From an optimization exercise on the open Yosys and OpenROAD flow, aimed at a short achievable clock period and few clock cycles; shortcuts taken in it are not production practice.
In this exercise RTL edits were held to simulation tests only and were not proved equivalent to the original.
Power is estimated from default activity; no workload was simulated.

--- flow/constraint.sdc ---
create_clock -name core_clock -period 7.0 [get_ports {clk}]
set_input_delay 1.4000 -clock core_clock [delete_from_list [all_inputs] [get_ports {clk}]]
set_output_delay 1.4000 -clock core_clock [all_outputs]
set_load 0.01 [all_outputs]
--- flow/config.mk ---
export PLATFORM = sky130hd
export DESIGN_NAME = cpuTop
export DESIGN_NICKNAME = cpuTop
export VERILOG_FILES = /design/flow/design.v
export SDC_FILE = /design/flow/constraint.sdc
export NUM_CORES = 4
export LEC_CHECK = 0
export ABC_CLOCK_PERIOD_IN_PS = 2200
export CAP_MARGIN = 20
export CELL_PAD_IN_SITES_DETAIL_PLACEMENT = 1
export CELL_PAD_IN_SITES_GLOBAL_PLACEMENT = 2
export CORE_MARGIN = 2
export CORE_UTILIZATION = 50
export CTS_CLUSTER_DIAMETER = 80
export CTS_CLUSTER_SIZE = 20
export SETUP_SLACK_MARGIN = 4.1
export SLEW_MARGIN = 20
--- flow/run.sh ---
#!/bin/bash
# synth_recipe.tcl (not shown) runs the flow's synth.tcl, then flattens the netlist and writes it again
# the make line also repeats each setting of config.mk as NAME=value (left out here)
make -C /OpenROAD-flow-scripts/flow DESIGN_CONFIG=/design/flow/config.mk WORK_HOME=/design/flow/orfs CLKGATE_MAP_FILE= SYNTH_SCRIPT=/design/flow/synth_recipe.tcl finish
--- flow/design.v ---
`default_nettype none
package cpuPkg;
	localparam int dataWidth = 32;
	localparam int regAddrWidth = 5;  
	localparam int constWidth = 15;
	localparam int opcodeWidth = 6;
	localparam int aluOpWidth = 4;
	localparam int opcodeLsb = 26;
	localparam int rsLsb = 20;
	localparam int rtLsb = 15;
	localparam int rdLsb = 10;
	localparam int luiShift = 17;  
	typedef enum logic [opcodeWidth-1:0] {
		opHalt = 6'd0,
		opAlu = 6'd1,
		opAddi = 6'd2,
		opLui = 6'd3,
		opLw = 6'd4,
		opSw = 6'd5
	} opcodeT;
	typedef enum logic [aluOpWidth-1:0] {
		aluAdd = 4'd0,
		aluSub = 4'd1,
		aluAnd = 4'd2,
		aluOr = 4'd3,
		aluXor = 4'd4,
		aluSlt = 4'd5
	} aluOpT;
	typedef enum logic [1:0] {
		fwdReg = 2'd0,
		fwdExec = 2'd1,
		fwdMem = 2'd2,
		fwdWb = 2'd3
	} fwdSelT;
endpackage
`default_nettype wire
`timescale 1ns/1ps
`default_nettype none
module cpuTop #(
	parameter int imemAddrWidth = 6,
	parameter int dmemAddrWidth = 6
) (
	input logic clk,
	input logic reset,
	input logic progWrite,
	input logic [imemAddrWidth-1:0] progAddr,
	input logic [cpuPkg::dataWidth-1:0] progData,
	output logic wbValid,
	output logic [cpuPkg::regAddrWidth-1:0] wbReg,
	output logic [cpuPkg::dataWidth-1:0] wbData,
	output logic cpuDone
);
	localparam int IW = 28;  
	logic rstQ, rstQQ, wrQ;
	logic [5:0] waQ;
	logic [31:0] wdQ;
	logic [63:0] wOH;  
	always_ff @(posedge clk) begin
		rstQ <= reset;
		rstQQ <= rstQ;
		wrQ <= reset & progWrite;
		waQ <= progAddr;
		wdQ <= progData;
		for (int i = 0; i < 64; i++) begin
			wOH[i] <= reset && progWrite && progAddr == 6'(i);
		end
	end
	function automatic logic [IW-1:0] predecode(input logic [31:0] d);
		logic [2:0] kind;
		kind = (d[31:26] > 6'd5) ? 3'd6 : d[28:26];
		predecode = {kind, d[24:20], d[19:15], d[14:0]};
	endfunction
	logic [IW-1:0] imem [64];
	logic [63:0] written, writtenNext;  
	logic periodStart;
	assign periodStart = rstQ && !rstQQ;
	assign writtenNext = wOH | (periodStart ? 64'd0 : written);
	always_ff @(posedge clk) begin
		for (int i = 0; i < 64; i++) begin
			if (wOH[i]) begin
				imem[i] <= predecode(wdQ);
			end
		end
		written <= writtenNext;
	end
	logic [6:0] fp;  
	logic [5:0] fp1;
	logic [7:0] fpLo, fpHi;  
	logic fpWritten;  
	logic fHalted, sv;
	logic [63:0] fetched, fpOH;  
	logic [IW-1:0] fWord;
	logic canFetch, fetchNow, conflict, restart;
	assign fp1 = fp[5:0] + 1'b1;
	logic wAtFp, wAtFp1;
	assign wAtFp = writtenNext[fp[5:0]];
	assign wAtFp1 = writtenNext[fp1];
	always_comb begin
		fWord = '0;
		for (int h = 0; h < 8; h++) begin
			logic [IW-1:0] row;
			row = '0;
			for (int l = 0; l < 8; l++) begin
				row = row | (fpLo[l] ? imem[8 * h + l] : '0);
			end
			fWord = fWord | (fpHi[h] ? row : '0);
		end
	end
	assign canFetch = !fHalted && !fp[6] && (!rstQ || fpWritten);
	assign fetchNow = canFetch && !sv;
	for (genvar i = 0; i < 64; i++) begin : g_fpOH
		assign fpOH[i] = fpHi[i / 8] && fpLo[i % 8] && !fp[6];
	end
	logic [63:0] fetchedNext;
	logic hitQ, wa0Q;
	assign fetchedNext = fetched | (fetchNow ? fpOH : 64'd0);
	always_ff @(posedge clk) begin
		hitQ <= !restart && fetchedNext[progAddr];
		wa0Q <= progAddr == 6'd0;
	end
	assign conflict = wrQ && (hitQ || (waQ == fp[5:0] && !fp[6] && fetchNow));
	assign restart = rstQ && (!rstQQ || !wrQ || wa0Q || conflict);
	localparam int DW = IW + 8;
	function automatic logic [DW-1:0] decodeWord(input logic [IW-1:0] w);
		logic [2:0] kind;
		logic [4:0] dest;
		kind = w[IW-1 -: 3];
		dest = (kind == 3'd1) ? w[14:10] : w[19:15];
		decodeWord = {kind == 3'd1 || kind == 3'd2 || kind == 3'd4 || kind == 3'd5,
			kind == 3'd1 || kind == 3'd5,
			kind == 3'd1 || kind == 3'd2 || kind == 3'd3 || kind == 3'd4,
			dest, w};
	endfunction
	logic dv;
	logic [DW-1:0] dWord, sWord, fDec;
	logic [2:0] dKind;
	logic dSw, dLw, dLui, dAddi, dAlu, dHalt;
	logic [4:0] dRs, dRt, dDest;
	logic [14:0] dImm;
	logic [3:0] dFn;
	logic dUseRs, dUseRt, dWrites, hazard, issue, dLoad;
	assign fDec = decodeWord(fWord);
	assign {dUseRs, dUseRt, dWrites, dDest, dKind, dRs, dRt, dImm} = dWord;
	assign dHalt = dKind == 3'd0;
	assign dAlu = dKind == 3'd1;
	assign dAddi = dKind == 3'd2;
	assign dLui = dKind == 3'd3;
	assign dLw = dKind == 3'd4;
	assign dSw = dKind == 3'd5;
	assign dFn = dImm[3:0];
	logic e1w, e1halt, e1ld, e1st;
	logic [4:0] e1d;
	logic e2w, e2halt, e2ld;
	logic [4:0] e2d;
	logic e3w, e3halt;
	logic [4:0] e3d;
	logic [31:0] e3data, e3load, e3alu;
	logic e3ld;
	assign e3data = e3ld ? e3load : e3alu;
	logic [5:0] used;
	logic queueFull;
	assign queueFull = used[5];
	logic [5:0] usedUp, usedDown;
	assign usedUp = used + 1'b1;
	assign usedDown = used - 1'b1;
	assign hazard = (dUseRs && ((e1w && e1d == dRs) || (e2w && e2d == dRs) || (e3w && e3d == dRs))) ||
		(dUseRt && ((e1w && e1d == dRt) || (e2w && e2d == dRt) || (e3w && e3d == dRt))) ||
		(dWrites && queueFull);
	assign issue = dv && !hazard;
	assign dLoad = !dv || !hazard;
	always_ff @(posedge clk) begin
		if (restart) begin
			fp <= '0;
			fpLo <= 8'd1;
			fpHi <= 8'd1;
			fpWritten <= writtenNext[0];
			fHalted <= 1'b0;
			fetched <= '0;
			dv <= 1'b0;
			sv <= 1'b0;
		end else begin
			if (fetchNow) begin
				fp <= fp + 1'b1;
				fpLo <= {fpLo[6:0], fpLo[7]};
				if (fpLo[7]) begin
					fpHi <= {fpHi[6:0], fpHi[7]};
				end
				fpWritten <= wAtFp1;
				fetched <= fetchedNext;
				if (fWord[IW-1 -: 3] == 3'd0) begin
					fHalted <= 1'b1;
				end
			end else begin
				fpWritten <= wAtFp;
			end
			if (dLoad) begin
				dv <= sv || fetchNow;
				sv <= 1'b0;
			end else if (fetchNow) begin
				sv <= 1'b1;
			end
		end
	end
	always_ff @(posedge clk) begin
		if (fetchNow) begin
			sWord <= fDec;
		end
		if (dLoad) begin
			dWord <= sv ? sWord : fDec;
		end
	end
	logic [31:0] regs [32];
	logic [31:0] rsVal, rtVal;
	logic [31:0] e3wOH;  
	logic restartQ;
	assign rsVal = regs[dRs];
	assign rtVal = regs[dRt];
	always_ff @(posedge clk) begin
		restartQ <= restart;
		for (int i = 0; i < 32; i++) begin
			if (restartQ) begin
				regs[i] <= '0;
			end else if (e3wOH[i]) begin
				regs[i] <= e3data;
			end
		end
	end
	logic [31:0] e1a, e1b, e1sd;
	logic [14:0] e1imm;
	logic e1cin, e1bSign, e1selSum, e1selSlt, e1selAnd, e1selOr, e1selXor, e1selLui;
	always_ff @(posedge clk) begin
		if (restart) begin
			e1w <= 1'b0;
			e1halt <= 1'b0;
			e1st <= 1'b0;
		end else begin
			e1w <= issue && dWrites;
			e1halt <= issue && dHalt;
			e1st <= issue && dSw;
		end
	end
	always_ff @(posedge clk) begin
		e1d <= dDest;
		e1ld <= dLw;
		e1imm <= dImm;
		e1a <= rsVal;
		e1sd <= rtVal;
		e1bSign <= dAlu ? rtVal[31] : dImm[14];
		if (dAlu && (dFn == 4'd1 || dFn == 4'd5)) begin
			e1b <= ~rtVal;
			e1cin <= 1'b1;
		end else begin
			e1b <= dAlu ? rtVal : {{17{dImm[14]}}, dImm};
			e1cin <= 1'b0;
		end
		e1selSum <= dAddi || (dAlu && (dFn == 4'd0 || dFn == 4'd1));
		e1selSlt <= dAlu && dFn == 4'd5;
		e1selAnd <= dAlu && dFn == 4'd2;
		e1selOr <= dAlu && dFn == 4'd3;
		e1selXor <= dAlu && dFn == 4'd4;
		e1selLui <= dLui;
	end
	logic [16:0] e1lo;
	logic [15:0] e1hi0, e1hi1;
	logic [31:0] e1logic;
	logic [7:0] e1byte;
	assign e1lo = {1'b0, e1a[15:0]} + {1'b0, e1b[15:0]} + {16'd0, e1cin};
	assign e1hi0 = e1a[31:16] + e1b[31:16];
	assign e1hi1 = e1a[31:16] + e1b[31:16] + 16'd1;
	assign e1logic = ({32{e1selAnd}} & (e1a & e1b)) | ({32{e1selOr}} & (e1a | e1b)) |
		({32{e1selXor}} & (e1a ^ e1b)) | ({32{e1selLui}} & {e1imm, 17'd0});
	assign e1byte = e1a[7:0] + e1imm[7:0];
	logic [31:0] dmem [64];
	logic [15:0] e2lo, e2hi0, e2hi1;
	logic e2c, e2selSum, e2selSlt, e2aSign, e2bSign;
	logic [31:0] e2logic, e2sd;
	logic [7:0] e2aLo, e2aHi;
	logic [63:0] e2stOH;
	always_ff @(posedge clk) begin
		if (restart) begin
			e2w <= 1'b0;
			e2halt <= 1'b0;
		end else begin
			e2w <= e1w;
			e2halt <= e1halt;
		end
	end
	always_ff @(posedge clk) begin
		e2d <= e1d;
		e2ld <= e1ld;
		e2lo <= e1lo[15:0];
		e2c <= e1lo[16];
		e2hi0 <= e1hi0;
		e2hi1 <= e1hi1;
		e2logic <= e1logic;
		e2selSum <= e1selSum;
		e2selSlt <= e1selSlt;
		e2aSign <= e1a[31];
		e2bSign <= e1bSign;
		e2sd <= e1sd;
		for (int i = 0; i < 8; i++) begin
			e2aLo[i] <= e1byte[4:2] == 3'(i);
			e2aHi[i] <= e1byte[7:5] == 3'(i);
		end
		for (int i = 0; i < 64; i++) begin
			e2stOH[i] <= e1st && e1byte[7:2] == 6'(i);
		end
	end
	always_ff @(posedge clk) begin
		for (int i = 0; i < 64; i++) begin
			if (e2stOH[i]) begin
				dmem[i] <= e2sd;
			end
		end
	end
	logic [31:0] e2sum, e2alu, e2load;
	logic e2lt;
	assign e2sum = {e2c ? e2hi1 : e2hi0, e2lo};
	assign e2lt = (e2aSign != e2bSign) ? e2aSign : e2sum[31];
	assign e2alu = ({32{e2selSum}} & e2sum) | {31'd0, e2selSlt & e2lt} | e2logic;
	always_comb begin
		e2load = '0;
		for (int h = 0; h < 8; h++) begin
			logic [31:0] row;
			row = '0;
			for (int l = 0; l < 8; l++) begin
				row = row | (e2aLo[l] ? dmem[8 * h + l] : '0);
			end
			e2load = e2load | (e2aHi[h] ? row : '0);
		end
	end
	always_ff @(posedge clk) begin
		if (restart) begin
			e3w <= 1'b0;
			e3halt <= 1'b0;
		end else begin
			e3w <= e2w;
			e3halt <= e2halt;
		end
	end
	always_ff @(posedge clk) begin
		e3d <= e2d;
		e3ld <= e2ld;
		e3load <= e2load;
		e3alu <= e2alu;
		for (int i = 0; i < 32; i++) begin
			e3wOH[i] <= e2w && e2d == 5'(i);
		end
	end
	logic [36:0] q [32];
	logic [5:0] wp, rp;
	logic [31:0] wpOH;
	logic [7:0] rpLo;
	logic [3:0] rpHi;
	logic execDone;
	always_ff @(posedge clk) begin
		for (int i = 0; i < 32; i++) begin
			if (e3w && wpOH[i]) begin
				q[i] <= {e3d, e3data};
			end
		end
	end
	logic hv, nv, consume, qNonEmpty, refill;
	logic [36:0] h, n, qHead;
	assign consume = !reset && hv;
	assign qNonEmpty = wp != rp;
	assign refill = qNonEmpty && !(hv && nv && !consume);
	always_comb begin
		qHead = '0;
		for (int r = 0; r < 4; r++) begin
			logic [36:0] row;
			row = '0;
			for (int l = 0; l < 8; l++) begin
				row = row | (rpLo[l] ? q[8 * r + l] : '0);
			end
			qHead = qHead | (rpHi[r] ? row : '0);
		end
	end
	always_ff @(posedge clk) begin
		if (restart) begin
			wp <= '0;
			wpOH <= 32'd1;
			rp <= '0;
			rpLo <= 8'd1;
			rpHi <= 4'd1;
			hv <= 1'b0;
			nv <= 1'b0;
			used <= '0;
			execDone <= 1'b0;
		end else begin
			if (e3w) begin
				wp <= wp + 1'b1;
				wpOH <= {wpOH[30:0], wpOH[31]};
			end
			if (e3halt) begin
				execDone <= 1'b1;
			end
			if (refill) begin
				rp <= rp + 1'b1;
				rpLo <= {rpLo[6:0], rpLo[7]};
				if (rpLo[7]) begin
					rpHi <= {rpHi[2:0], rpHi[3]};
				end
			end
			if (issue && dWrites && !refill) begin
				used <= usedUp;
			end else if (refill && !(issue && dWrites)) begin
				used <= usedDown;
			end
			if (consume) begin
				hv <= nv || refill;
				nv <= nv && refill;
			end else if (!hv) begin
				hv <= refill;
			end else if (!nv) begin
				nv <= refill;
			end
		end
	end
	always_ff @(posedge clk) begin
		if (consume) begin
			h <= nv ? n : qHead;
			n <= qHead;
		end else if (!hv) begin
			h <= qHead;
		end else if (!nv) begin
			n <= qHead;
		end
	end
	always_ff @(posedge clk) begin
		wbValid <= consume && !restart;
		cpuDone <= !reset && !restart && execDone && !hv && !qNonEmpty;
		{wbReg, wbData} <= h;
	end
endmodule
`default_nettype wire
==> run notes, run 1 <==
Status:
- The run finished with no timing, DRC or antenna violations.

Power:
- The analysis attributes to cell leakage a power of a little over 90 nW.
- The peak ir drop on the vdd network is 277 uV.
- In this run the power density over the cells is 338 nW/um^2.

Placed design:
- The number of buffers added on ports is 78.
- The HPWL after detailed placement is between 500 and 600 mm.
- The last weighted congestion value of the routability-driven placer is between 0.8 and 0.9.

Detailed routing:
- The routed layout has 174k vias.
- The number of DRC violations after detailed-routing iteration 0 is 24.5k.
- The number of nets with antenna violations after routing is 0.
- The detail-routed net length per standard cell is 40.6 um.
- For this run, the detailed router's first-pass iteration total came to 8.
- In the routed design, unresolved DRC markers number 0.
- The via density per instance is 7.08.
- The routed wire length is 999 mm.

Timing:
- The routed design could run at a clock period as short as 3280 ps.
- The highest achievable clock rate is just over 300 MHz.
- For the pin with the worst max-slew slack, the measured transition is 1290 ps.
- The number of failing hold endpoints at the final stage is 0.
- The tightest hold path in the finished design has a slack of 324 ps.
- The setup TNS is 0 ps.
- The worst pin sits at a relative slew slack of 13.9%.
- For the final database, setup skew stands at 87.7 ps.
- The final max-slew violation count is 0.
- The ratio of final minimum period to clock period is 46.9%.
- Setup repair after global routing could not meet its margin everywhere.
- The final setup violation count is 0.

Final layout:
- The count of nets after finishing is 17.7k.
- The synthesis-to-layout area growth is 12.1%.
- The fraction of layout cells with a size suffix above 1 is 13.8%.
- Registers take 192,000 sq um.
- The multi-input combinational cell area is 62,600 sq um.
- The layout has 47.3k filler cells.

Worst setup path:
- In this run the critical register-to-register path is captured at e1b[18].
- In this run the worst path has a maximum fanout of 17.
- Data on the critical path is required at its endpoint by between 7000 and 8000 ps.
- STA classifies the critical path startpoint as a register.
- The setup check on the worst reg-to-reg path leaves a slack of around 3700 ps.
- The worst setup path is captured at a register.
- The critical path ends at e1b[18].
- Tracing the worst setup path back leads to its startpoint at dWord[18].
- The kind of critical path is register to register.
- The number of cells on the worst reg-to-reg path is 14.
- Data arrives at the worst endpoint at 4140 ps.
- The worst register-to-register path begins at dWord[18].

Die:
- Measured along the y axis, the die boundary spans 721 um.
- The core area is 513,000 sq um.
- The die outline area is 520,000 sq um.
- The die is 721 um wide.
- The floorplan has 263 rows.
- Once the floorplan was initialized, standard cells occupied roughly half of the core.
- The number of top-level pins is 80.

Yosys:
- The area fraction in compound gates after synthesis is 15.9%.
- In this run, synthesis inferred around 5.2k flip-flops with an integrated enable.
- The number of nets in the synthesized netlist is between 15k and 20k.
- Summing every instance area after synthesis gives about 260,000 sq um.
- For this run, the leading register cell type out of synthesis is edfxtp_1.
- After synthesis the netlist holds a flip-flop and latch count of roughly 7k.
- The synthesized netlist devotes 5.64% of its cell area to simple gates.
- In the synthesized netlist, mux cells make up 0.545% of the area.
- The warning count from the yosys run is 5.
- After synthesis, the share of flip-flops with an asynchronous set or reset is 0%.
- The gate count of the mapped netlist is 17.5k.
- The number of distinct standard cells referenced by the synthesized netlist is 78.
- The dominant combinational cell family by area after synthesis is compound AO/OA/AOI/OAI gates.
- The synthesized area per cell is 14.7 sq um.
- Summing the areas of all fa, ha and maj instances in the mapped netlist gives 0.419% of the synthesized area.
- The parity-gate share of the synthesized area counting xor and xnor cells is less than 1%.
- The share of synthesized area occupied by flip-flops and latches is ~75%.

Hold path:
- The number of stages on the worst hold path is 0.
- In this run the worst hold path is classified as register to register.

CTS:
- The clock latency on the worst-skew pair is 1060 ps.
- The CTS H-tree depth is 5.
- Clock-pin slew was measured on the worst setup and hold paths at 90 ps.
- The clock buffer count from CTS is 403.
- Buffers inserted to repair hold after CTS numbered 0.
- The clock passes through at most 4 buffers.
- The root buffer cell is clkbuf_16.
- The number of sinks on the clock net is between 6k and 7k.
- TritonCTS built the clock tree.

Global route:
- The first global-routing pass estimated 1370 mm of wire.
- In the global route stage, overall resource usage came out at 37.2%.
- For this run, global-route usage on met1 was measured as 52.4%.
- Global routing used 6.45% of the available met3 tracks.
- Global routing consumed, on the met2 layer, 57.4% of the routing resources.
- The initial antenna violation count is 65.
- The number of global-route vias before repair is 171k.
- Entering global routing, the biggest net connects 205 pins.
- For this run the aggregate overflow at the end of global routing stands at 0.
- After global routing, the most crowded layer is met2.

Flow run:
- Across the run, the number of max-cap violations was 0.
## through the flow
step | total power (W) | util, % | setup WS [ps] | instance area, sq um | instances
after floorplan | 0.0594 | - | 3720 | 257000 | 17500
after global routing | 0.0997 | 56.2 | 3550 | 288000 | 24600
after detailed placement | 0.0701 | 52.1 | 2420 | 267000 | 23400
final | 0.0975 | 56.2 | 3720 | 288000 | 24600
after CTS | 0.0963 | 55.6 | 3720 | 285000 | 24400
after global placement | 0.0698 | 52.1 | 2400 | 267000 | 23400
## report_power, final
group	leakage (nW)	total, W	internal (W)	switching [W]
clock network	5.76	0.0252	0.0112	0.0139
logic	22.9	0.0225	0.00647	0.0160
registers	62.5	0.0498	0.0477	0.00211
## cell usage in the layout (no fill, tap or decap), types with 36 or more instances in the layout
cell,instances
and3_1,68
ha_1,74
nor2_4,51
inv_1,151
buf_12,146
dfxtp_1,1511
nand2_1,245
a22oi_1,3279
xor2_1,46
dfxtp_2,226
a221oi_1,181
mux2_2,52
edfxtp_1,5170
a21oi_1,221
nand4_1,787
o21ai_0,44
clkdlybuf4s50_1,36
clkbuf_16,419
diode_2,64
a22o_1,174
dfxtp_4,90
nand3_1,89
buf_6,143
a31oi_1,92
a22oi_2,112
a211oi_1,1052
xnor2_1,68
buf_4,651
and2_4,46
buf_8,38
clkbuf_1,202
nor2_1,1483
a21o_1,102
## critical path, cell delays in order, from the launching register on
cell and delay, ps:
edfxtp_1 440, buf_12 160, buf_4 130, buf_6 130
buf_12 150, or3_4 450, buf_4 170, nor2_4 180
buf_6 380, a21oi_1 120, nand4_1 140, nor3_2 60
a21oi_2 270, xnor2_1 170, a21oi_1 130
## synthesized netlist by cell type, types with 98 or more instances
cell	instances	area [sq um]
a211oi_1	1054	7910
a21o_1	102	766
a21oi_1	251	1260
a221oi_1	191	1670
a22o_1	174	1520
a22oi_1	3391	25500
a31oi_1	98	613
buf_1	115	432
clkbuf_1	1278	4800
dfxtp_1	1827	36600
edfxtp_1	5170	155000
inv_1	159	597
nand2_1	281	1050
nand4_1	787	4920
nor2_1	1540	5780
## how the worst min path moves through the flow
stage | from | end | slack, ps
after detailed placement | e2ld | e3ld | 310
after global placement | e2ld | e3ld | 310
after floorplan | e1bSign | e2bSign | 310
after CTS | h[21] | wbData[21] | 310
final | h[21] | wbData[21] | 320
after global routing | h[21] | wbData[21] | 320
## routing by layer
layer,wire length (um),part of all wire (%)
met1,403000,40
met2,451000,45
met3,94300,9.4
met5,264,0.026
met4,50200,5.0
## cell type report
type | instances | share of cell area, %
Antenna cell | 64 | 0.0556
Timing Repair Buffer | 1076 | 4.12
Clock buffer | 622 | 3.87
Sequential cell | 6997 | 66.8
Multi-Input combinational cell | 8883 | 21.7
Tap cell | 6757 | 2.93
Inverter | 161 | 0.220
Clock inverter | 67 | 0.303
Timing Repair inverter | 5 | 0.0143
## state kept, by name (all words and copies together), names as in the netlist, 36 cells and up
signal	count
dWord	36
dmem	2048
e2stOH	64
fetched	64
h	37
imem	1792
n	37
q	1184
regs	1024
sWord	36
wOH	64
written	64
## what timing repair did
action / in CTS / in global routing
setup buffers: 321 / 120
resized for setup: 837 / 300
cloned: 25 / 9
pin swaps: 183 / 181
setup endpoints to repair: 1049 / 195
hold endpoints to repair: 0 / 0
## logic make-up (layout without fill, tap and decap cells)
kind of cell / count (synthesis) / count (layout)
AO/OA/AOI/OAI: 5479 / 5479
XOR/XNOR: 142 / 142
adder cells (fa/ha/maj): 84 / 84
buffers and inverters: 1597 / 1931
flip-flops: 6997 / 6997
multiplexers: 117 / 117
other: 0 / 64
AND/OR/NAND/NOR: 3060 / 3061
Testbench counts, summed over its fixed seeds: cycles 78,103.
==> run 2: changes to the inputs <==
--- a/flow/design.v
+++ b/flow/design.v
@@ -157,12 +157,10 @@
 	logic [31:0] e3data, e3load, e3alu;
 	logic e3ld;
 	assign e3data = e3ld ? e3load : e3alu;
-	logic [5:0] used;
+	logic [5:0] wp, rp, used;
 	logic queueFull;
+	assign used = (wp - rp) + 6'(e1w) + 6'(e2w) + 6'(e3w);
 	assign queueFull = used[5];
-	logic [5:0] usedUp, usedDown;
-	assign usedUp = used + 1'b1;
-	assign usedDown = used - 1'b1;
 	assign hazard = (dUseRs && ((e1w && e1d == dRs) || (e2w && e2d == dRs) || (e3w && e3d == dRs))) ||
 		(dUseRt && ((e1w && e1d == dRt) || (e2w && e2d == dRt) || (e3w && e3d == dRt))) ||
 		(dWrites && queueFull);
@@ -348,7 +346,6 @@
 		end
 	end
 	logic [36:0] q [32];
-	logic [5:0] wp, rp;
 	logic [31:0] wpOH;
 	logic [7:0] rpLo;
 	logic [3:0] rpHi;
@@ -385,7 +382,6 @@
 			rpHi <= 4'd1;
 			hv <= 1'b0;
 			nv <= 1'b0;
-			used <= '0;
 			execDone <= 1'b0;
 		end else begin
 			if (e3w) begin
@@ -402,11 +398,6 @@
 					rpHi <= {rpHi[2:0], rpHi[3]};
 				end
 			end
-			if (issue && dWrites && !refill) begin
-				used <= usedUp;
-			end else if (refill && !(issue && dWrites)) begin
-				used <= usedDown;
-			end
 			if (consume) begin
 				hv <= nv || refill;
 				nv <= nv && refill;
==> run 2 against run 1 <==
  * Count of clock-buffer cells in the layout shrank 7
  * Core utilization grew 0.077 points
  * Fmax grew 1.4%
  * Total power grew 0.90%
  * Sequential power shrank 1%
  * Setup slack gained 45 ps
==> run notes, run 2 <==
Final layout:
- The most common library cell in the layout ignoring fill and taps is edfxtp_1 (unchanged).
- The top register by number of flip-flops is dmem (unchanged).
- The synthesis-to-layout area growth was 12.2% (was 12.1%).
- The final instance count without filler cells is 24.6k (about the same).
- The final-layout fill cell count is 47.2k (was 47.3k).
- Commonest cells after routing, fill and taps aside: edfxtp_1 (5,170), a22oi_1 (3,288), dfxtp_1 (1,513) (was edfxtp_1 (5,170), a22oi_1 (3,279), dfxtp_1 (1,511)).
- The count of nets after finishing is 17.7k (about the same).
- The fraction of layout cells with a size suffix above 1 is 14.0% (was 13.8%).
- The flip-flop count of the largest register after layout is 2,048 (unchanged).
- Registers with the most flip-flops: dmem (2048), imem (1792), q (1184) (unchanged).

Yosys:
- The synthesized flop and latch total is 6,991 (was 6,997).
- The cell with the most instances after synthesis is edfxtp_1 (unchanged).
- The warning count from the yosys run is 5 (unchanged).
- The top cell type's share of synthesized area is 60.4% (about the same).
- Synth cell count leaders: edfxtp_1 (5,170), a22oi_1 (3,470), dfxtp_1 (1,821) (was edfxtp_1 (5,170), a22oi_1 (3,391), dfxtp_1 (1,827)).
- The primary flip-flop cell chosen by synthesis mapping is edfxtp_1 (unchanged).
- The number of distinct standard cells referenced by the synthesized netlist is 98 (was 78).
- The share of synthesized area occupied by flip-flops and latches is 74.6% (about the same).
- Cell types occupying the most area after synthesis: edfxtp_1 (60%), dfxtp_1 (14%), a22oi_1 (10%), a211oi_1 (3.0%), nor2_1 (2.2%) (was edfxtp_1 (60%), dfxtp_1 (14%), a22oi_1 (9.9%), a211oi_1 (3.1%), nor2_1 (2.2%)).
- The synthesized area is 257,000 sq um (about the same).
- The proportion of synthesized flip-flops having asynchronous set or reset is 0% (unchanged).
- The leading area contributor after synthesis is edfxtp_1 (unchanged).
- The post-synth net total was 17.6k (about the same).
- The number of flops mapped to enable cells by yosys came to 5,170 (unchanged).
- The synthesized area per cell is 14.7 sq um (about the same).
- The gate count of the mapped netlist was 17.5k (about the same).

Global route:
- The total grt overflow was 0 (unchanged).
- The pin count of the biggest net entering global routing is 218 (was 205).
- The total track usage came to 38.0% (was 37.2%).
- The number of global-route vias before repair is 169k (was 171k).
- The global-route wire length before repair is 1390 mm (was 1370 mm).
- The initial antenna violation count is 72 (was 65).

Detailed routing:
- The detailed-router iteration count before antenna repair is 7 (was 8).
- The routed wire length is 1020 mm (was 999 mm).
- The total DRC errors in the routed layout is 0 (unchanged).
- The number of DRC violations after detailed-routing iteration 0 came to 27.1k (was 24.5k).
- The detail-routed net length per standard cell is 41.5 um (was 40.6 um).
- The detailed-route via count was 175k (was 174k).
- The via density per instance is 7.11 (was 7.08).
- The number of nets with antenna violations after routing is 0 (unchanged).

Timing:
- The worst clock skew is 87.5 ps (was 87.7 ps).
- RSZ-0062 raised after global routing: true (unchanged).
- The setup TNS came to 0 ps (unchanged).
- The relative max-transition margin is 17.1% (was 13.9%).
- The actual slew at the worst max-slew pin is 1240 ps (was 1290 ps).
- The ratio of final minimum period to clock period is 46.3% (was 46.9%).
- The final setup violation count is 0 (unchanged).
- The highest achievable clock rate is 309 MHz (was 304 MHz).
- The clock period minus final worst setup slack is 3240 ps (was 3280 ps).
- The number of failing hold endpoints at the final stage was 0 (unchanged).
- The final max-slew violation count is 0 (unchanged).

Placed design:
- The number of buffers added on ports was 78 (unchanged).
- The number of placed cells counting well taps is 23.4k (about the same).
- The post-detailed-placement half-perimeter wirelength is 539 mm (was 532 mm).
- The last weighted congestion value of the routability-driven placer is 0.891 (was 0.899).

Die:
- The core area is 513,000 sq um (unchanged).
- The number of top-level pins was 80 (unchanged).
- The die outline area is 520,000 sq um (about the same).
- The starting utilization of the core area was 50.1% (was 50.2%).
- The number of placement rows is 263 (unchanged).
- The width of the die is 721 um (about the same).
- The chip height is 721 um (about the same).

CTS:
- The root buffer cell is clkbuf_16 (unchanged).
- The CTS H-tree depth came to 5 (unchanged).
- The largest buffer count on any clock path is 4 (unchanged).
- The clock tree from TritonCTS is yes (unchanged).
- The clock buffer count from CTS is 404 (was 403).
- The clock transition at the registers of the reported paths is 90 ps (about the same).
- The clock latency on the worst-skew pair is 1080 ps (was 1060 ps).
- The number of sinks on the clock net is 6,991 (was 6,997).

Worst setup path:
- The startpoint of the worst setup timing path is e2aLo[4] (was dWord[18]).
- The data arrival time at the worst-slack endpoint came to 3780 ps (was 4140 ps).
- The startpoint of the worst-slack reg-to-reg timing path is e2aLo[4] (was dWord[18]).
- The cell with the biggest individual delay on the critical path is nand4_1 (was or3_4).
- The category of the worst setup path launch point is a register (unchanged).
- The reg-to-reg critical path endpoint is e3load[14] (was e1b[18]).
- The last element of the critical path is e3load[14] (was e1b[18]).
- The setup slack of the worst register-to-register path is 3760 ps (was 3720 ps).
- The endpoint class of the critical path is a register (unchanged).
- The kind of critical path is register to register (unchanged).
- The data required time of the worst path is 7550 ps (was 7860 ps).
- Cells along the critical path: buf_4, buf_12, a22oi_2, nand4_1, a22oi_2, nand4_1 (was buf_12, buf_4, buf_6, buf_12, or3_4, buf_4, nor2_4, buf_6, a21oi_1, nand4_1, nor3_2, a21oi_2, xnor2_1, a21oi_1).
- The depth of the worst register-to-register path is 6 (was 14).
- The biggest fanout along the worst timing path is 35 (was 17).
- The highest cell delay on the worst timing path is 920 ps (was 450 ps).

Hold path:
- The kind of path behind the tightest hold check was register to register (unchanged).

Power:
- The total power divided by cell area is 341 nW/um^2 (was 338 nW/um^2).
- The peak ir drop on the vdd network was 277 uV (about the same).
- The leakage dissipation was 91.0 nW (was 91.2 nW).

Status:
- Run status: timing/DRC/antenna clean (unchanged).

Flow run:
- The number of maximum-capacitance constraint violations was 0 (unchanged).
[run 2: power by group]
group	switching, W	internal [W]	total [W]
clock network	0.0140	0.0114	0.0254
logic	0.0172	0.00663	0.0238
registers	0.00170	0.0474	0.0491
[run 2: logic make-up (layout without fill, tap and decap cells)]
| family | after synthesis | after routing | synth area share [%] |
|---|---|---|---|
| flops | 6991 | 6991 | 74.6 |
| fa+ha+maj | 92 | 92 | 0.458 |
| simple gates | 3034 | 3036 | 5.59 |
| buf+inv | 1594 | 1958 | 2.43 |
| compound gates | 5488 | 5489 | 15.9 |
| other cells | 0 | 46 | 0 |
| mux | 126 | 126 | 0.574 |
| xor+xnor | 135 | 135 | 0.460 |
[run 2: critical path, delay by kind of cell, from the launching register on]
kind / cells / cell delay [ps]
and+or+nand+nor: 2 / 1120
AOI/OAI and AO/OA: 2 / 740
DFF: 1 / 440
buffers and inverters: 2 / 350
[run 2: how the worst min path moves through the flow]
| stage | slack [ps] | startpoint | endpoint | cells after the start |
|---|---|---|---|---|
| 3_5_place_dp | 310 | e1sd[1] | e2sd[1] | 0 |
| 6_report | 290 | e1sd[3] | e2sd[3] | 0 |
| 2_1_floorplan | 310 | e1bSign | e2bSign | 0 |
| 3_3_place_gp | 310 | e1selSlt | e2selSlt | 0 |
| 4_1_cts | 270 | e1sd[3] | e2sd[3] | 0 |
| 5_1_grt | 270 | e1sd[3] | e2sd[3] | 0 |
[run 2: area by class of cell]
| type | instances | area [sq um] | area share, % |
|---|---|---|---|
| Inverter | 168 | 701 | 0.243 |
| Timing Repair inverter | 10 | 71.3 | 0.0247 |
| Timing Repair Buffer | 1091 | 12300 | 4.28 |
| Clock inverter | 74 | 992 | 0.344 |
| Tap cell | 6757 | 8450 | 2.93 |
| Clock buffer | 615 | 11200 | 3.87 |
| Multi-Input combinational cell | 8878 | 62400 | 21.6 |
| Sequential cell | 6991 | 192000 | 66.7 |
| Antenna cell | 46 | 115 | 0.0399 |
[run 2: routing by layer]
| layer | wire length (um) | track usage, % | vias to the layer above |
|---|---|---|---|
| li1 | - | - | 70000 |
| met1 | 407000 | 53.2 | 92500 |
| met2 | 459000 | 58.4 | 10400 |
| met3 | 104000 | 7.38 | 2255 |
| met4 | 51700 | 16.0 | 42 |
| met5 | 301 | 0 | - |
[run 2: metrics by stage]
step / instance area [sq um] / util [%] / hold WS (ps) / total power, W / setup WS [ps]
6_report: 289000 / 56.3 / 287 / 0.0983 / 3760
5_1_grt: 288000 / 56.3 / 273 / 0.100 / 3670
4_1_cts: 285000 / 55.6 / 265 / 0.0967 / 3770
3_5_place_dp: 267000 / 52.1 / 313 / 0.0699 / 1920
3_3_place_gp: 267000 / 52.0 / 311 / 0.0696 / 2040
2_1_floorplan: 257000 / - / 310 / 0.0588 / 4060
[run 2: what timing repair did]
item / in CTS / in global routing
hold buffers: 0 / 0
gates resized for setup: 695 / 349
buffers inserted: 312 / 130
gates cloned: 38 / 20
pin swaps: 152 / 214
setup endpoints to repair: 1038 / 416
Testbench counts of run 2, summed over its fixed seeds: cycles 78,103.
==> run 3: changes to the inputs <==
--- a/flow/design.v
+++ b/flow/design.v
@@ -157,10 +157,13 @@
 	logic [31:0] e3data, e3load, e3alu;
 	logic e3ld;
 	assign e3data = e3ld ? e3load : e3alu;
-	logic [5:0] wp, rp, used;
+	logic [5:0] wp, rp, used, usedQ;
 	logic queueFull;
 	assign used = (wp - rp) + 6'(e1w) + 6'(e2w) + 6'(e3w);
-	assign queueFull = used[5];
+	always_ff @(posedge clk) begin
+		usedQ <= used;
+	end
+	assign queueFull = usedQ >= 6'd31;
 	assign hazard = (dUseRs && ((e1w && e1d == dRs) || (e2w && e2d == dRs) || (e3w && e3d == dRs))) ||
 		(dUseRt && ((e1w && e1d == dRt) || (e2w && e2d == dRt) || (e3w && e3d == dRt))) ||
 		(dWrites && queueFull);
--- a/flow/config.mk
+++ b/flow/config.mk
@@ -10,7 +10,7 @@
 export CELL_PAD_IN_SITES_DETAIL_PLACEMENT = 1
 export CELL_PAD_IN_SITES_GLOBAL_PLACEMENT = 2
 export CORE_MARGIN = 2
-export CORE_UTILIZATION = 50
+export CORE_UTILIZATION = 45
 export CTS_CLUSTER_DIAMETER = 80
 export CTS_CLUSTER_SIZE = 20
 export SETUP_SLACK_MARGIN = 4.1
==> run 3 against run 2 <==
  * Still clean
  * Fmax decreased by 1.7%
  * Combinational power rose by 5%
  * Sequential cell count up 6
  * First-iteration DRC count down 9.6%
  * Total power up 2.7%
  * Global-route usage fell by 2.6 points
  * Final cell count rose by 3.8%
  * Clock skew decreased by 21 ps
  * Sequential power rose by 0.8%
  * Register-to-register slack worse by 60 ps
  * Critical path depth up 2
  * Final area rose by 2.1%
  * Largest power group unchanged
  * Highest routed layer unchanged
==> run notes, run 3 <==
Timing:
- The setup TNS is 0 ps (unchanged).
- RSZ-0062 raised after global routing: true (unchanged).
- The actual slew at the worst max-slew pin is 1200 ps (was 1240 ps).
- The highest achievable clock rate is 303 MHz (was 309 MHz).
- The relative max-transition margin came to 19.7% (was 17.1%).
- The ratio of final minimum period to clock period is 47.1% (was 46.3%).
- The number of failing hold endpoints at the final stage is 0 (unchanged).
- The post-route worst hold slack is 312 ps (was 287 ps).
- The clock period minus final worst setup slack came to 3300 ps (was 3240 ps).
- The final setup violation count was 0 (unchanged).
- The post-route worst setup slack came to 3700 ps (was 3760 ps).
- The worst clock skew is 66.5 ps (was 87.5 ps).
- The final max-slew violation count is 0 (unchanged).

CTS:
- The number of sinks on the clock net was 6,997 (was 6,991).
- The CTS H-tree depth came to 5 (unchanged).
- The clock transition at the registers of the reported paths is 90 ps (about the same).
- The clock latency on the worst-skew pair is 1090 ps (was 1080 ps).
- The clock tree from TritonCTS is yes (unchanged).
- The clock buffer count from CTS came to 419 (was 404).
- The root buffer cell is clkbuf_16 (unchanged).
- The number of buffers inserted for hold repair after clock tree synthesis was 0 (unchanged).
- The largest buffer count on any clock path is 4 (unchanged).

Final layout:
- The final-layout fill cell count was 53.3k (was 47.2k).
- The count of nets after finishing is 17.8k (was 17.7k).
- The top register by number of flip-flops is dmem (unchanged).
- Commonest cells after routing, fill and taps aside: edfxtp_1 (5,170), a22oi_1 (3,052), dfxtp_1 (1,516) (was edfxtp_1 (5,170), a22oi_1 (3,288), dfxtp_1 (1,513)).
- The fraction of layout cells with a size suffix above 1 is 16.3% (was 14.0%).
- Registers with the most flip-flops: dmem (2048), imem (1792), q (1184) (unchanged).
- The flip-flop count of the largest register after layout is 2,048 (unchanged).
- The synthesis-to-layout area growth is 14.7% (was 12.2%).
- The utilization of the core after routing is 51.8% (was 56.3%).
- The most common library cell in the layout ignoring fill and taps is edfxtp_1 (unchanged).

Flow run:
- The number of maximum-capacitance constraint violations was 0 (unchanged).

Placed design:
- The post-detailed-placement half-perimeter wirelength is 553 mm (was 539 mm).
- The number of buffers added on ports was 78 (unchanged).
- The post-placement worst setup slack is 2110 ps (was 1920 ps).
- The last weighted congestion value of the routability-driven placer is 0.868 (was 0.891).

Yosys:
- The cell with the most instances after synthesis is edfxtp_1 (unchanged).
- The proportion of synthesized flip-flops having asynchronous set or reset was 0% (unchanged).
- The synthesized area came to 257,000 sq um (about the same).
- The top cell type's share of synthesized area was 60.5% (was 60.4%).
- The synthesized area per cell is 14.8 sq um (was 14.7 sq um).
- The number of flops mapped to enable cells by yosys is 5,170 (unchanged).
- The post-synth net total is 17.5k (was 17.6k).
- The parity-gate share of the synthesized area counting xor and xnor cells is 0.478% (was 0.460%).
- The synthesized flop and latch total was 6,997 (was 6,991).
- The gate count of the mapped netlist was 17.3k (was 17.5k).
- The primary flip-flop cell chosen by synthesis mapping is edfxtp_1 (unchanged).
- Synth cell count leaders: edfxtp_1 (5,170), a22oi_1 (3,339), dfxtp_1 (1,827) (was edfxtp_1 (5,170), a22oi_1 (3,470), dfxtp_1 (1,821)).
- The arithmetic-cell share of the synthesized area counting full adders, half adders and majority gates is 0.472% (was 0.458%).
- The area fraction in compound gates after synthesis is 15.9% (about the same).
- The dominant combinational cell family by area after synthesis is compound AO/OA/AOI/OAI gates (unchanged).
- The leading area contributor after synthesis is edfxtp_1 (unchanged).
- The simple-gate share of the synthesized area came to 5.40% (was 5.59%).
- Cell types occupying the most area after synthesis: edfxtp_1 (60%), dfxtp_1 (14%), a22oi_1 (9.8%), a211oi_1 (3.0%), nor2_1 (2.3%) (was edfxtp_1 (60%), dfxtp_1 (14%), a22oi_1 (10%), a211oi_1 (3.0%), nor2_1 (2.2%)).
- The share of cell area taken by muxes after synthesis is 0.644% (was 0.574%).
- The share of synthesized area occupied by flip-flops and latches is 74.7% (was 74.6%).
- The number of distinct standard cells referenced by the synthesized netlist is 83 (was 98).
- The warning count from the yosys run was 5 (unchanged).

Worst setup path:
- The data required time of the worst path is 7600 ps (was 7550 ps).
- The depth of the worst register-to-register path was 8 (was 6).
- The biggest fanout along the worst timing path is 5 (was 35).
- The kind of critical path is register to register (unchanged).
- The startpoint of the worst-slack reg-to-reg timing path is e2aLo[4] (unchanged).
- The category of the worst setup path launch point is a register (unchanged).
- The setup slack of the worst register-to-register path is 3700 ps (was 3760 ps).
- The data arrival time at the worst-slack endpoint is 3900 ps (was 3780 ps).
- The endpoint class of the critical path is a register (unchanged).
- The reg-to-reg critical path endpoint is e3load[19] (was e3load[14]).

Die:
- The width of the die is 759 um (was 721 um).
- The core area is 569,000 sq um (was 513,000 sq um).
- The starting utilization of the core area is 45.1% (was 50.1%).
- The number of top-level pins is 80 (unchanged).
- The chip height is 759 um (was 721 um).
- The number of placement rows came to 277 (was 263).
- The die outline area is 577,000 sq um (was 520,000 sq um).

Hold path:
- The kind of path behind the tightest hold check is register to register (unchanged).
- The startpoint of the worst hold path is e1sd[14] (was e1sd[3]).
- The capture endpoint of the worst hold path is e2sd[14] (was e2sd[3]).
- The number of stages on the worst hold path was 0 (unchanged).

Power:
- The leakage dissipation is 93.0 nW (was 91.0 nW).
- The peak ir drop on the vdd network is 263 uV (was 277 uV).
- The total power is 0.101 W (was 0.0983 W).
- The total power divided by cell area was 343 nW/um^2 (was 341 nW/um^2).

Detailed routing:
- The detail-routed net length per standard cell was 41.6 um (was 41.5 um).
- The routed wire length came to 1060 mm (was 1020 mm).
- The number of DRC violations after detailed-routing iteration 0 is 24.5k (was 27.1k).
- The via density per instance is 6.82 (was 7.11).
- The detailed-router iteration count before antenna repair is 6 (was 7).
- The number of nets with antenna violations after routing came to 0 (unchanged).
- The detailed-route via count is 174k (was 175k).
- The total DRC errors in the routed layout is 0 (unchanged).

Global route:
- The number of global-route vias before repair came to 168k (was 169k).
- The total grt overflow is 0 (unchanged).
- The total track usage came to 35.4% (was 38.0%).
- The global-route wire length before repair is 1430 mm (was 1390 mm).
- The pin count of the biggest net entering global routing is 196 (was 218).
- The initial antenna violation count is 90 (was 72).

Status:
- Run status: timing/DRC/antenna clean (unchanged).
[run 3: cell count changes in the layout (fill, tap and decap cells not counted), moves of 41 or more]
cell,change
a22o_1,+58
buf_6,+53
buf_4,+84
a22oi_2,+105
a221o_1,+55
buf_12,+41
nand2_1,-73
a22oi_1,-236
[run 3: worst max-delay path by stage]
stage                       endpoint        start  slack, ps
final                     e3load[19]     e2aLo[4]       3700
after global placement        e1b[0]    dWord[16]       2150
after detailed placement      e1b[0]    dWord[16]       2110
after global routing      e3load[26]     e2aLo[2]       3800
after CTS                 e3load[20]     e2aLo[2]       3870
after floorplan                 hitQ  progAddr[3]       4110
[run 3: cell families (layout without fill, tap and decap cells)]
kind of cell | after synthesis | after routing
buffers and inverters | 1581 | 2231
flip-flops | 6997 | 6997
XOR/XNOR | 138 | 138
multiplexers | 135 | 135
AO/OA/AOI/OAI | 5447 | 5448
AND/OR/NAND/NOR | 2935 | 2937
other | 0 | 55
adder cells (fa/ha/maj) | 94 | 94
[run 3: critical path, stage by stage, from the launching register on]
cell     delay [ps]
dfxtp_4         380
buf_12          150
buf_12          130
buf_16          130
buf_4           140
a22oi_2         130
nand4_1         230
a22oi_2         620
nand4_1         890
[run 3: layout make-up]
cell class,instances,area (sq um),share of cell area [%]
flip-flops and latches,6997,192000,65.3
well taps,7533,9430,3.20
clock inverters,108,1240,0.420
diodes,55,138,0.0467
repair inverters,14,108,0.0365
clock buffers,628,11600,3.95
repair buffers,1327,15900,5.40
multi-input cells,8752,63000,21.4
inverters,154,659,0.224
[run 3: report_power, final]
part           internal (W)  total (W)  leakage, nW  switching [W]
logic               0.00740     0.0250         24.3         0.0176
registers            0.0477     0.0495         62.5        0.00172
clock network        0.0121     0.0265         6.19         0.0144
total                0.0672      0.101         93.0         0.0337
[run 3: layer usage]
layer | global-route usage [%] | routed length (um) | vias to the layer above
met5 | 0 | 331 | -
met4 | 13.1 | 47200 | 40
met3 | 6.18 | 95400 | 1910
met2 | 54.8 | 479000 | 9215
met1 | 50.5 | 442000 | 93000
li1 | - | - | 70200
[run 3: through the flow]
stage	instances	cell area, sq um
4_1_cts	25300	290000
3_3_place_gp	24100	268000
3_5_place_dp	24100	268000
2_1_floorplan	17300	257000
5_1_grt	25500	294000
6_report	25600	295000
[run 3: what timing repair did]
| action | 4_1_cts | 5_1_grt |
|---|---|---|
| gates resized for setup | 997 | 464 |
| pin swaps | 275 | 360 |
| buffers inserted | 457 | 160 |
| endpoints found under the setup margin | 924 | 447 |
| gates cloned | 74 | 27 |
Testbench counts of run 3, summed over its fixed seeds: cycles 78,103.
==> run 4: changes to the inputs <==
--- a/flow/design.v
+++ b/flow/design.v
@@ -228,7 +228,7 @@
 	end
 	logic [31:0] e1a, e1b, e1sd;
 	logic [14:0] e1imm;
-	logic e1cin, e1bSign, e1selSum, e1selSlt, e1selAnd, e1selOr, e1selXor, e1selLui;
+	logic e1sub, e1bSign, e1selSum, e1selSlt, e1selAnd, e1selOr, e1selXor, e1selLui;
 	always_ff @(posedge clk) begin
 		if (restart) begin
 			e1w <= 1'b0;
@@ -247,13 +247,8 @@
 		e1a <= rsVal;
 		e1sd <= rtVal;
 		e1bSign <= dAlu ? rtVal[31] : dImm[14];
-		if (dAlu && (dFn == 4'd1 || dFn == 4'd5)) begin
-			e1b <= ~rtVal;
-			e1cin <= 1'b1;
-		end else begin
-			e1b <= dAlu ? rtVal : {{17{dImm[14]}}, dImm};
-			e1cin <= 1'b0;
-		end
+		e1b <= dAlu ? rtVal : {{17{dImm[14]}}, dImm};
+		e1sub <= dAlu && (dFn == 4'd1 || dFn == 4'd5);
 		e1selSum <= dAddi || (dAlu && (dFn == 4'd0 || dFn == 4'd1));
 		e1selSlt <= dAlu && dFn == 4'd5;
 		e1selAnd <= dAlu && dFn == 4'd2;
@@ -261,19 +256,22 @@
 		e1selXor <= dAlu && dFn == 4'd4;
 		e1selLui <= dLui;
 	end
-	logic [16:0] e1lo;
-	logic [15:0] e1hi0, e1hi1;
+	logic [16:0] e1loA, e1loS;
+	logic [15:0] e1hiA0, e1hiA1, e1hiS0, e1hiS1;
 	logic [31:0] e1logic;
 	logic [7:0] e1byte;
-	assign e1lo = {1'b0, e1a[15:0]} + {1'b0, e1b[15:0]} + {16'd0, e1cin};
-	assign e1hi0 = e1a[31:16] + e1b[31:16];
-	assign e1hi1 = e1a[31:16] + e1b[31:16] + 16'd1;
+	assign e1loA = {1'b0, e1a[15:0]} + {1'b0, e1b[15:0]};
+	assign e1loS = {1'b0, e1a[15:0]} + {1'b0, ~e1b[15:0]} + 17'd1;
+	assign e1hiA0 = e1a[31:16] + e1b[31:16];
+	assign e1hiA1 = e1a[31:16] + e1b[31:16] + 16'd1;
+	assign e1hiS0 = e1a[31:16] + ~e1b[31:16];
+	assign e1hiS1 = e1a[31:16] + ~e1b[31:16] + 16'd1;
 	assign e1logic = ({32{e1selAnd}} & (e1a & e1b)) | ({32{e1selOr}} & (e1a | e1b)) |
 		({32{e1selXor}} & (e1a ^ e1b)) | ({32{e1selLui}} & {e1imm, 17'd0});
 	assign e1byte = e1a[7:0] + e1imm[7:0];
 	logic [31:0] dmem [64];
-	logic [15:0] e2lo, e2hi0, e2hi1;
-	logic e2c, e2selSum, e2selSlt, e2aSign, e2bSign;
+	logic [15:0] e2loA, e2loS, e2hiA0, e2hiA1, e2hiS0, e2hiS1;
+	logic e2cA, e2cS, e2sub, e2selSum, e2selSlt, e2aSign, e2bSign;
 	logic [31:0] e2logic, e2sd;
 	logic [7:0] e2aLo, e2aHi;
 	logic [63:0] e2stOH;
@@ -289,10 +287,15 @@
 	always_ff @(posedge clk) begin
 		e2d <= e1d;
 		e2ld <= e1ld;
-		e2lo <= e1lo[15:0];
-		e2c <= e1lo[16];
-		e2hi0 <= e1hi0;
-		e2hi1 <= e1hi1;
+		e2loA <= e1loA[15:0];
+		e2cA <= e1loA[16];
+		e2loS <= e1loS[15:0];
+		e2cS <= e1loS[16];
+		e2hiA0 <= e1hiA0;
+		e2hiA1 <= e1hiA1;
+		e2hiS0 <= e1hiS0;
+		e2hiS1 <= e1hiS1;
+		e2sub <= e1sub;
 		e2logic <= e1logic;
 		e2selSum <= e1selSum;
 		e2selSlt <= e1selSlt;
@@ -316,7 +319,7 @@
 	end
 	logic [31:0] e2sum, e2alu, e2load;
 	logic e2lt;
-	assign e2sum = {e2c ? e2hi1 : e2hi0, e2lo};
+	assign e2sum = e2sub ? {e2cS ? e2hiS1 : e2hiS0, e2loS} : {e2cA ? e2hiA1 : e2hiA0, e2loA};
 	assign e2lt = (e2aSign != e2bSign) ? e2aSign : e2sum[31];
 	assign e2alu = ({32{e2selSum}} & e2sum) | {31'd0, e2selSlt & e2lt} | e2logic;
 	always_comb begin
--- a/flow/config.mk
+++ b/flow/config.mk
@@ -10,7 +10,7 @@
 export CELL_PAD_IN_SITES_DETAIL_PLACEMENT = 1
 export CELL_PAD_IN_SITES_GLOBAL_PLACEMENT = 2
 export CORE_MARGIN = 2
-export CORE_UTILIZATION = 45
+export CORE_UTILIZATION = 50
 export CTS_CLUSTER_DIAMETER = 80
 export CTS_CLUSTER_SIZE = 20
 export SETUP_SLACK_MARGIN = 4.1
==> run 4 against run 3 <==
  * Routed wire length is 2.5% lower
  * Final cell count is 2.4% lower
  * Sequential cell count is 46 higher
  * Combinational power is 12% lower
  * Sequential power is 2% lower
  * Synthesized cell count is 1.5% higher
  * Total power is 4.1% lower
  * Setup slack better by 110 ps
  * Fmax is 3.5% higher
  * Critical path type unchanged
  * Critical endpoint is now fpWritten
  * Largest cell class unchanged
==> run notes, run 4 <==
Timing:
- The worst clock skew is 107 ps (was 66.5 ps).
- The number of failing hold endpoints at the final stage came to 0 (unchanged).
- The relative max-transition margin was 19.1% (was 19.7%).
- The setup TNS is 0 ps (unchanged).
- The final setup violation count came to 0 (unchanged).
- The highest achievable clock rate is 314 MHz (was 303 MHz).
- The actual slew at the worst max-slew pin came to 1210 ps (was 1200 ps).
- The post-route worst setup slack is 3820 ps (was 3700 ps).
- The clock period minus final worst setup slack was 3180 ps (was 3300 ps).
- RSZ-0062 raised after global routing: true (unchanged).
- The final max-slew violation count is 0 (unchanged).
- The ratio of final minimum period to clock period is 45.5% (was 47.1%).

Worst setup path:
- The reg-to-reg critical path endpoint is fpWritten (was e3load[19]).
- Cells along the critical path: or2_4, or3_4, inv_16, mux2i_4, buf_12, mux4_1, or4_1, o211ai_1, a211o_1 (was buf_12, buf_12, buf_16, buf_4, a22oi_2, nand4_1, a22oi_2, nand4_1).
- The startpoint of the worst-slack reg-to-reg timing path is fHalted (was e2aLo[4]).
- The data required time of the worst path came to 7980 ps (was 7600 ps).
- The kind of critical path is register to register (unchanged).
- The buffer and inverter count on the worst path is 2 (was 4).
- The cell with the biggest individual delay on the critical path is mux4_1 (was nand4_1).
- The biggest fanout along the worst timing path is 6 (was 5).
- The kind of cell adding the most delay to the critical path is simple AND/OR/NAND/NOR gates (unchanged).
- The category of the worst setup path launch point is a register (unchanged).
- The setup slack of the worst register-to-register path is 3820 ps (was 3700 ps).
- The data arrival time at the worst-slack endpoint is 4160 ps (was 3900 ps).
- The endpoint class of the critical path is a register (unchanged).
- The highest cell delay on the worst timing path is 630 ps (was 890 ps).
- The depth of the worst register-to-register path is 9 (was 8).

Placed design:
- The number of buffers added on ports was 78 (unchanged).
- The last weighted congestion value of the routability-driven placer is 0.880 (was 0.868).
- The post-placement worst setup slack is 2370 ps (was 2110 ps).
- The post-detailed-placement half-perimeter wirelength is 539 mm (was 553 mm).
- The post-detailed-placement cell area is 269,000 sq um (was 268,000 sq um).
- The number of placed cells counting well taps is 23.6k (was 24.1k).

Global route:
- The routing usage on met3 came to 7.98% (was 6.18%).
- The met1 demand-to-capacity share in global routing is 53.7% (was 50.5%).
- The total track usage was 38.2% (was 35.4%).
- The total grt overflow came to 0 (unchanged).
- The global routing usage on met2 is 58.2% (was 54.8%).
- The most used routing layer is met2 (unchanged).
- The number of global-route vias before repair is 170k (was 168k).
- The pin count of the biggest net entering global routing is 199 (was 196).
- The initial antenna violation count is 98 (was 90).
- The global-route wire length before repair is 1400 mm (was 1430 mm).

CTS:
- The root buffer cell is clkbuf_16 (unchanged).
- The number of sinks on the clock net came to 7,043 (was 6,997).
- The clock latency on the worst-skew pair came to 1100 ps (was 1090 ps).
- The clock tree from TritonCTS is yes (unchanged).
- The clock buffer count from CTS came to 410 (was 419).
- The CTS H-tree depth was 5 (unchanged).
- The clock transition at the registers of the reported paths was 90 ps (about the same).
- The largest buffer count on any clock path was 4 (unchanged).

Final layout:
- The count of nets after finishing is 17.8k (about the same).
- The flip-flop count of the largest register after layout is 2,048 (unchanged).
- The top register by number of flip-flops is dmem (unchanged).
- The fraction of layout cells with a size suffix above 1 came to 14.3% (was 16.3%).
- The final instance count without filler cells is 24.9k (was 25.6k).
- Commonest cells after routing, fill and taps aside: edfxtp_1 (5,170), a22oi_1 (3,005), dfxtp_1 (1,554) (was edfxtp_1 (5,170), a22oi_1 (3,052), dfxtp_1 (1,516)).
- The most common library cell in the layout ignoring fill and taps is edfxtp_1 (unchanged).
- The synthesis-to-layout area growth is 12.8% (was 14.7%).
- The final design instance area without fill is 292,000 sq um (was 295,000 sq um).
- Registers with the most flip-flops: dmem (2048), imem (1792), q (1184) (unchanged).

Yosys:
- The proportion of synthesized flip-flops having asynchronous set or reset was 0% (unchanged).
- Synth cell count leaders: edfxtp_1 (5,170), a22oi_1 (3,170), dfxtp_1 (1,873) (was edfxtp_1 (5,170), a22oi_1 (3,339), dfxtp_1 (1,827)).
- Cell types occupying the most area after synthesis: edfxtp_1 (60%), dfxtp_1 (14%), a22oi_1 (9.2%), a211oi_1 (3.1%), nor2_1 (2.3%) (was edfxtp_1 (60%), dfxtp_1 (14%), a22oi_1 (9.8%), a211oi_1 (3.0%), nor2_1 (2.3%)).
- The leading area contributor after synthesis is edfxtp_1 (unchanged).
- The post-synth net total is 17.8k (was 17.5k).
- The warning count from the yosys run is 5 (unchanged).
- The primary flip-flop cell chosen by synthesis mapping is edfxtp_1 (unchanged).
- The share of synthesized area occupied by flip-flops and latches is 74.3% (was 74.7%).
- The top cell type's share of synthesized area is 59.9% (was 60.5%).
- The cell with the most instances after synthesis is edfxtp_1 (unchanged).
- The synthesized flop and latch total came to 7,043 (was 6,997).
- The synthesized area per cell came to 14.7 sq um (was 14.8 sq um).
- The number of flops mapped to enable cells by yosys was 5,170 (unchanged).
- The synthesized area came to 259,000 sq um (was 257,000 sq um).
- The number of distinct standard cells referenced by the synthesized netlist is 79 (was 83).
- The gate count of the mapped netlist came to 17.6k (was 17.3k).

Flow run:
- The number of maximum-capacitance constraint violations is 0 (unchanged).

Hold path:
- The capture endpoint of the worst hold path is e2ld (was e2sd[14]).
- The kind of path behind the tightest hold check is register to register (unchanged).
- The startpoint of the worst hold path is e1ld (was e1sd[14]).
- The number of stages on the worst hold path is 0 (unchanged).

Detailed routing:
- The detail-routed net length per standard cell is 41.6 um (about the same).
- The detailed-router iteration count before antenna repair was 9 (was 6).
- The number of DRC violations after detailed-routing iteration 0 came to 27.8k (was 24.5k).
- The via density per instance is 7.10 (was 6.82).
- The routed wire length is 1040 mm (was 1060 mm).
- The number of nets with antenna violations after routing came to 0 (unchanged).
- The detailed-route via count is 177k (was 174k).
- The total DRC errors in the routed layout is 0 (unchanged).

Die:
- The chip height is 724 um (was 759 um).
- The die outline area came to 524,000 sq um (was 577,000 sq um).
- The number of placement rows came to 264 (was 277).
- The starting utilization of the core area is 50.2% (was 45.1%).
- The core area is 517,000 sq um (was 569,000 sq um).
- The number of top-level pins is 80 (unchanged).
- The width of the die was 724 um (was 759 um).

Status:
- Run status: timing/DRC/antenna clean (unchanged).

Power:
- The total power divided by cell area is 331 nW/um^2 (was 343 nW/um^2).
- The peak ir drop on the vdd network came to 403 uV (was 263 uV).
- The total power came to 0.0968 W (was 0.101 W).
- The leakage dissipation is 92.2 nW (was 93.0 nW).
==> run 4: cell types whose count changed after synthesis, sizes merged, moves of 25 or more <==
| cell | delta |
|---|---|
| a211oi | +28 |
| a221o | -55 |
| a221oi | +122 |
| a22o | +71 |
| a22oi | -169 |
| buf | -57 |
| clkbuf | +65 |
| dfxtp | +46 |
| ha | +32 |
| inv | +52 |
| nand3 | +28 |
| nor2b | +25 |
==> run 4: cell families (layout without fill, tap and decap cells) <==
kind of cell / after synthesis / after routing / share of synthesized area, %
multiplexers: 156 / 156 / 0.698
buffers and inverters: 1641 / 2001 / 2.39
flip-flops: 7043 / 7043 / 74.3
other: 0 / 72 / 0
XOR/XNOR: 152 / 152 / 0.516
AND/OR/NAND/NOR: 2960 / 2962 / 5.42
adder cells (fa/ha/maj): 126 / 126 / 0.625
AO/OA/AOI/OAI: 5515 / 5515 / 16.0
==> run 4: final cells by class <==
cell class	instances	area (sq um)
repair inverters	5	50.0
clock inverters	87	1330
multi-input cells	8911	64300
flip-flops and latches	7043	193000
inverters	206	805
well taps	6916	8650
diodes	72	180
clock buffers	631	11300
repair buffers	1072	12400
fillers	47600	224000
==> run 4: per-stage QoR <==
step / hold slack [ps] / utilization (%)
floorplan: 310 / -
global placement: 312 / 52.1
detailed placement: 313 / 52.1
CTS: 306 / 55.9
global route: 326 / 56.6
finish: 291 / 56.6
==> run 4: timing repair <==
action	CTS	global route
endpoints found under the setup margin	758	316
buffers inserted	287	160
cloned	46	20
hold buffers	0	0
pin swaps	214	234
resized for setup	864	370
hold endpoints to repair	0	0
==> run 4: worst max path at each step <==
stage / from / end / slack, ps / cells past startpoint
after global placement: dWord[18] / e1b[7] / 2420 / 8
after global routing: fHalted / fpWritten / 3770 / 11
final: fHalted / fpWritten / 3820 / 9
after CTS: rstQ / fpWritten / 3830 / 12
after floorplan: e1a[17] / e2hiA1[15] / 4100 / 11
after detailed placement: dWord[18] / e1b[7] / 2370 / 8
==> run 4: where the power goes <==
part	switching (W)	total (W)	internal, W
Combinational	0.0155	0.0220	0.00652
Sequential	0.00154	0.0487	0.0471
Clock	0.0143	0.0261	0.0118
Total	0.0313	0.0968	0.0654
==> run 4: worst reg2reg max path, stage by stage (launching register included) <==
cell and delay (ps):
dfxtp_2 360, or2_4 280, or3_4 480, inv_16 100, mux2i_4 280, buf_12 180
mux4_1 640, or4_1 430, o211ai_1 200, a211o_1 160
==> run 4: routing by layer <==
layer | routed length, um | vias to the layer above | share of wire (%)
met2 | 463000 | 11300 | 45
li1 | - | 70600 | -
met4 | 50800 | 44 | 4.9
met3 | 112000 | 2420 | 11
met5 | 290 | - | 0.028
met1 | 411000 | 92800 | 40
Testbench counts of run 4, summed over its fixed seeds: cycles 78,103.
==> run 5: changes to the inputs <==
==> flow/config.mk (replaced) <==
export PLATFORM = sky130hd
export DESIGN_NAME = cpuTop
export DESIGN_NICKNAME = cpuTop
export VERILOG_FILES = /design/flow/design.v
export SDC_FILE = /design/flow/constraint.sdc
export NUM_CORES = 4
export LEC_CHECK = 0
export ABC_CLOCK_PERIOD_IN_PS = 2000
export CAP_MARGIN = 20
export CELL_PAD_IN_SITES_DETAIL_PLACEMENT = 1
export CELL_PAD_IN_SITES_GLOBAL_PLACEMENT = 2
export CORE_MARGIN = 2
export CORE_UTILIZATION = 50
export CTS_CLUSTER_DIAMETER = 80
export CTS_CLUSTER_SIZE = 20
export SETUP_SLACK_MARGIN = 4.35
export SLEW_MARGIN = 20
==> run 5 against run 4 <==
  * Register-to-register slack lost 120 ps
  * First-iteration DRC count fell by 1.8%
  * Synthesized cell count unchanged
  * Clock power hardly changed
  * Die area unchanged
  * Clock skew fell by 29 ps
  * Sequential share of layout area is 1.8 points lower
  * Non-clock buffer count rose by 380
  * Total power up 1.6%
  * Critical path depth fell by 1
  * Critical path type unchanged
==> run notes, run 5 <==
Global route:
- The total grt overflow was 0 (unchanged).

Timing:
- The final max-slew violation count is 0 (unchanged).
- The final setup violation count is 0 (unchanged).
- The actual slew at the worst max-slew pin is 1480 ps (was 1210 ps).

Die:
- The starting utilization of the core area is 50.2% (unchanged).
- The core area is 517,000 sq um (unchanged).

Final layout:
- The synthesis-to-layout area growth is 15.9% (was 12.8%).
- The fraction of layout cells with a size suffix above 1 was 18.3% (was 14.3%).
- The multi-input combinational cell area is 66,900 sq um (was 64,300 sq um).

Flow run:
- The number of maximum-capacitance constraint violations is 0 (unchanged).

Placed design:
- The post-detailed-placement half-perimeter wirelength is 543 mm (was 539 mm).

Worst setup path:
- The cell count along the critical path is 8 (was 9).
- The kind of cell adding the most delay to the critical path is simple AND/OR/NAND/NOR gates (unchanged).
- The category of the worst setup path launch point is a register (unchanged).
- The buffer and inverter count on the worst path is 4 (was 2).
- The depth of the worst register-to-register path is 8 (was 9).
- Cells along the critical path: buf_16, buf_16, buf_16, buf_12, a22oi_2, nand4_1, a22oi_2, nand4_1 (was or2_4, or3_4, inv_16, mux2i_4, buf_12, mux4_1, or4_1, o211ai_1, a211o_1).
- The last element of the critical path is e3load[14] (was fpWritten).

CTS:
- The clock buffer count from CTS is 407 (was 410).
- The root buffer cell is clkbuf_16 (unchanged).
- The number of buffers inserted for hold repair after clock tree synthesis is 0 (unchanged).
- The clock transition at the registers of the reported paths is 90 ps (about the same).

Yosys:
- The leading area contributor after synthesis is edfxtp_1 (unchanged).
- The synthesized area per cell was 14.7 sq um (unchanged).
- The warning count from the yosys run is 5 (unchanged).
- The post-synth net total is 17.8k (unchanged).
- The top cell type's share of synthesized area is 59.9% (unchanged).

Power:
- The leakage dissipation is 95.6 nW (was 92.2 nW).
- The peak ir drop on the vdd network came to 307 uV (was 403 uV).
- The power share of the clock group came to 26.2% (was 26.9%).

Detailed routing:
- The total DRC errors in the routed layout is 0 (unchanged).
- The number of DRC violations after detailed-routing iteration 0 is 27.3k (was 27.8k).
- The detail-routed net length per standard cell is 42.3 um (was 41.6 um).

Status:
- Run status: timing/DRC/antenna clean (unchanged).
-- run 5: cell families after synthesis --
logic type | Yosys count | synth area share [%]
xor gates and xnor gates | 152 | 0.516
muxes | 156 | 0.698
DFF | 7043 | 74.3
AOI/OAI and AO/OA | 5515 | 16.0
adders and majority gates | 126 | 0.625
and+or+nand+nor | 2960 | 5.42
buffers and inverters | 1641 | 2.39
-- run 5: power by group through the flow --
| stage | sequential, W | combinational, W | clock, W |
|---|---|---|---|
| after floorplan | 0.0488 | 0.00879 | 0 |
| after global placement | 0.0498 | 0.0173 | 0 |
| after detailed placement | 0.0499 | 0.0176 | 0 |
| after CTS | 0.0487 | 0.0218 | 0.0258 |
| after global routing | 0.0488 | 0.0243 | 0.0271 |
| final | 0.0487 | 0.0238 | 0.0258 |
-- run 5: worst min-delay path by stage --
stage	depth (start not counted)	slack [ps]	end	from
finish	0	320	e3ld	e2ld
global route	0	320	e3ld	e2ld
CTS	0	320	e3ld	e2ld
detailed placement	0	310	e2selSum	e1selSum
global placement	0	310	e3ld	e2ld
floorplan	0	310	e2ld	e1ld
-- run 5: what timing repair did --
action	in CTS	in global routing
endpoints found under the setup margin	1459	532
cloned	96	38
setup buffers	526	230
gates resized for setup	1430	645
pin swaps	475	480
-- run 5: layout make-up --
type	count	area share [%]
flip-flops and latches	7043	64.4
multi-input cells	8918	22.3
repair buffers	1452	6.08
clock buffers	620	3.72
well taps	6916	2.88
clock inverters	76	0.357
inverters	206	0.281
diodes	61	0.0508
repair inverters	7	0.0237
-- run 5: per-layer routing --
metal  up-vias  track usage, %  wire length, um
li1      71400               -                -
met1     95300            54.8           421000
met2     11900            59.2           472000
met3      2830            8.60           118000
met4        54            17.2            58700
met5         -          0.0916              504
-- run 5: stage by stage --
stage / total power (W) / setup WS [ps] / hold WS, ps / cells / util (%)
floorplan: 0.0576 / 4140 / 310 / 17600 / -
global placement: 0.0671 / 2300 / 311 / 23600 / 52.1
detailed placement: 0.0674 / 2230 / 315 / 23700 / 52.1
CTS: 0.0963 / 3840 / 322 / 25000 / 57.0
global route: 0.100 / 3770 / 321 / 25300 / 58.2
finish: 0.0983 / 3700 / 321 / 25300 / 58.2

[afterwards: timing with drivers on the ports]
No port has a modelled driver above. Below, the same layouts with a new extraction and two added sets of constraints.
Step 1 assumes that a clkbuf_16 drives the clock port and a buf_2 every other input.
Step 2 times the ports against the registers' clock, not the clock port: input delays grow and output delays shrink by t, the midpoint of the rising clock arrivals with the driver on.
a / b / c = ideal ports / drivers / drivers and shift; a / b = the first two.
run | t, ns | setup slack, ns
run 1 | 1.156 | 3.716 / 3.716 / 2.793
run 2 | 1.163 | 3.760 / 3.760 / 2.731
run 3 | 1.195 | 3.704 / 3.704 / 3.061
run 4 | 1.183 | 3.816 / 3.816 / 3.101
run 5 | 1.179 | 3.699 / 3.699 / 3.014
After both steps every run listed still meets setup and hold.
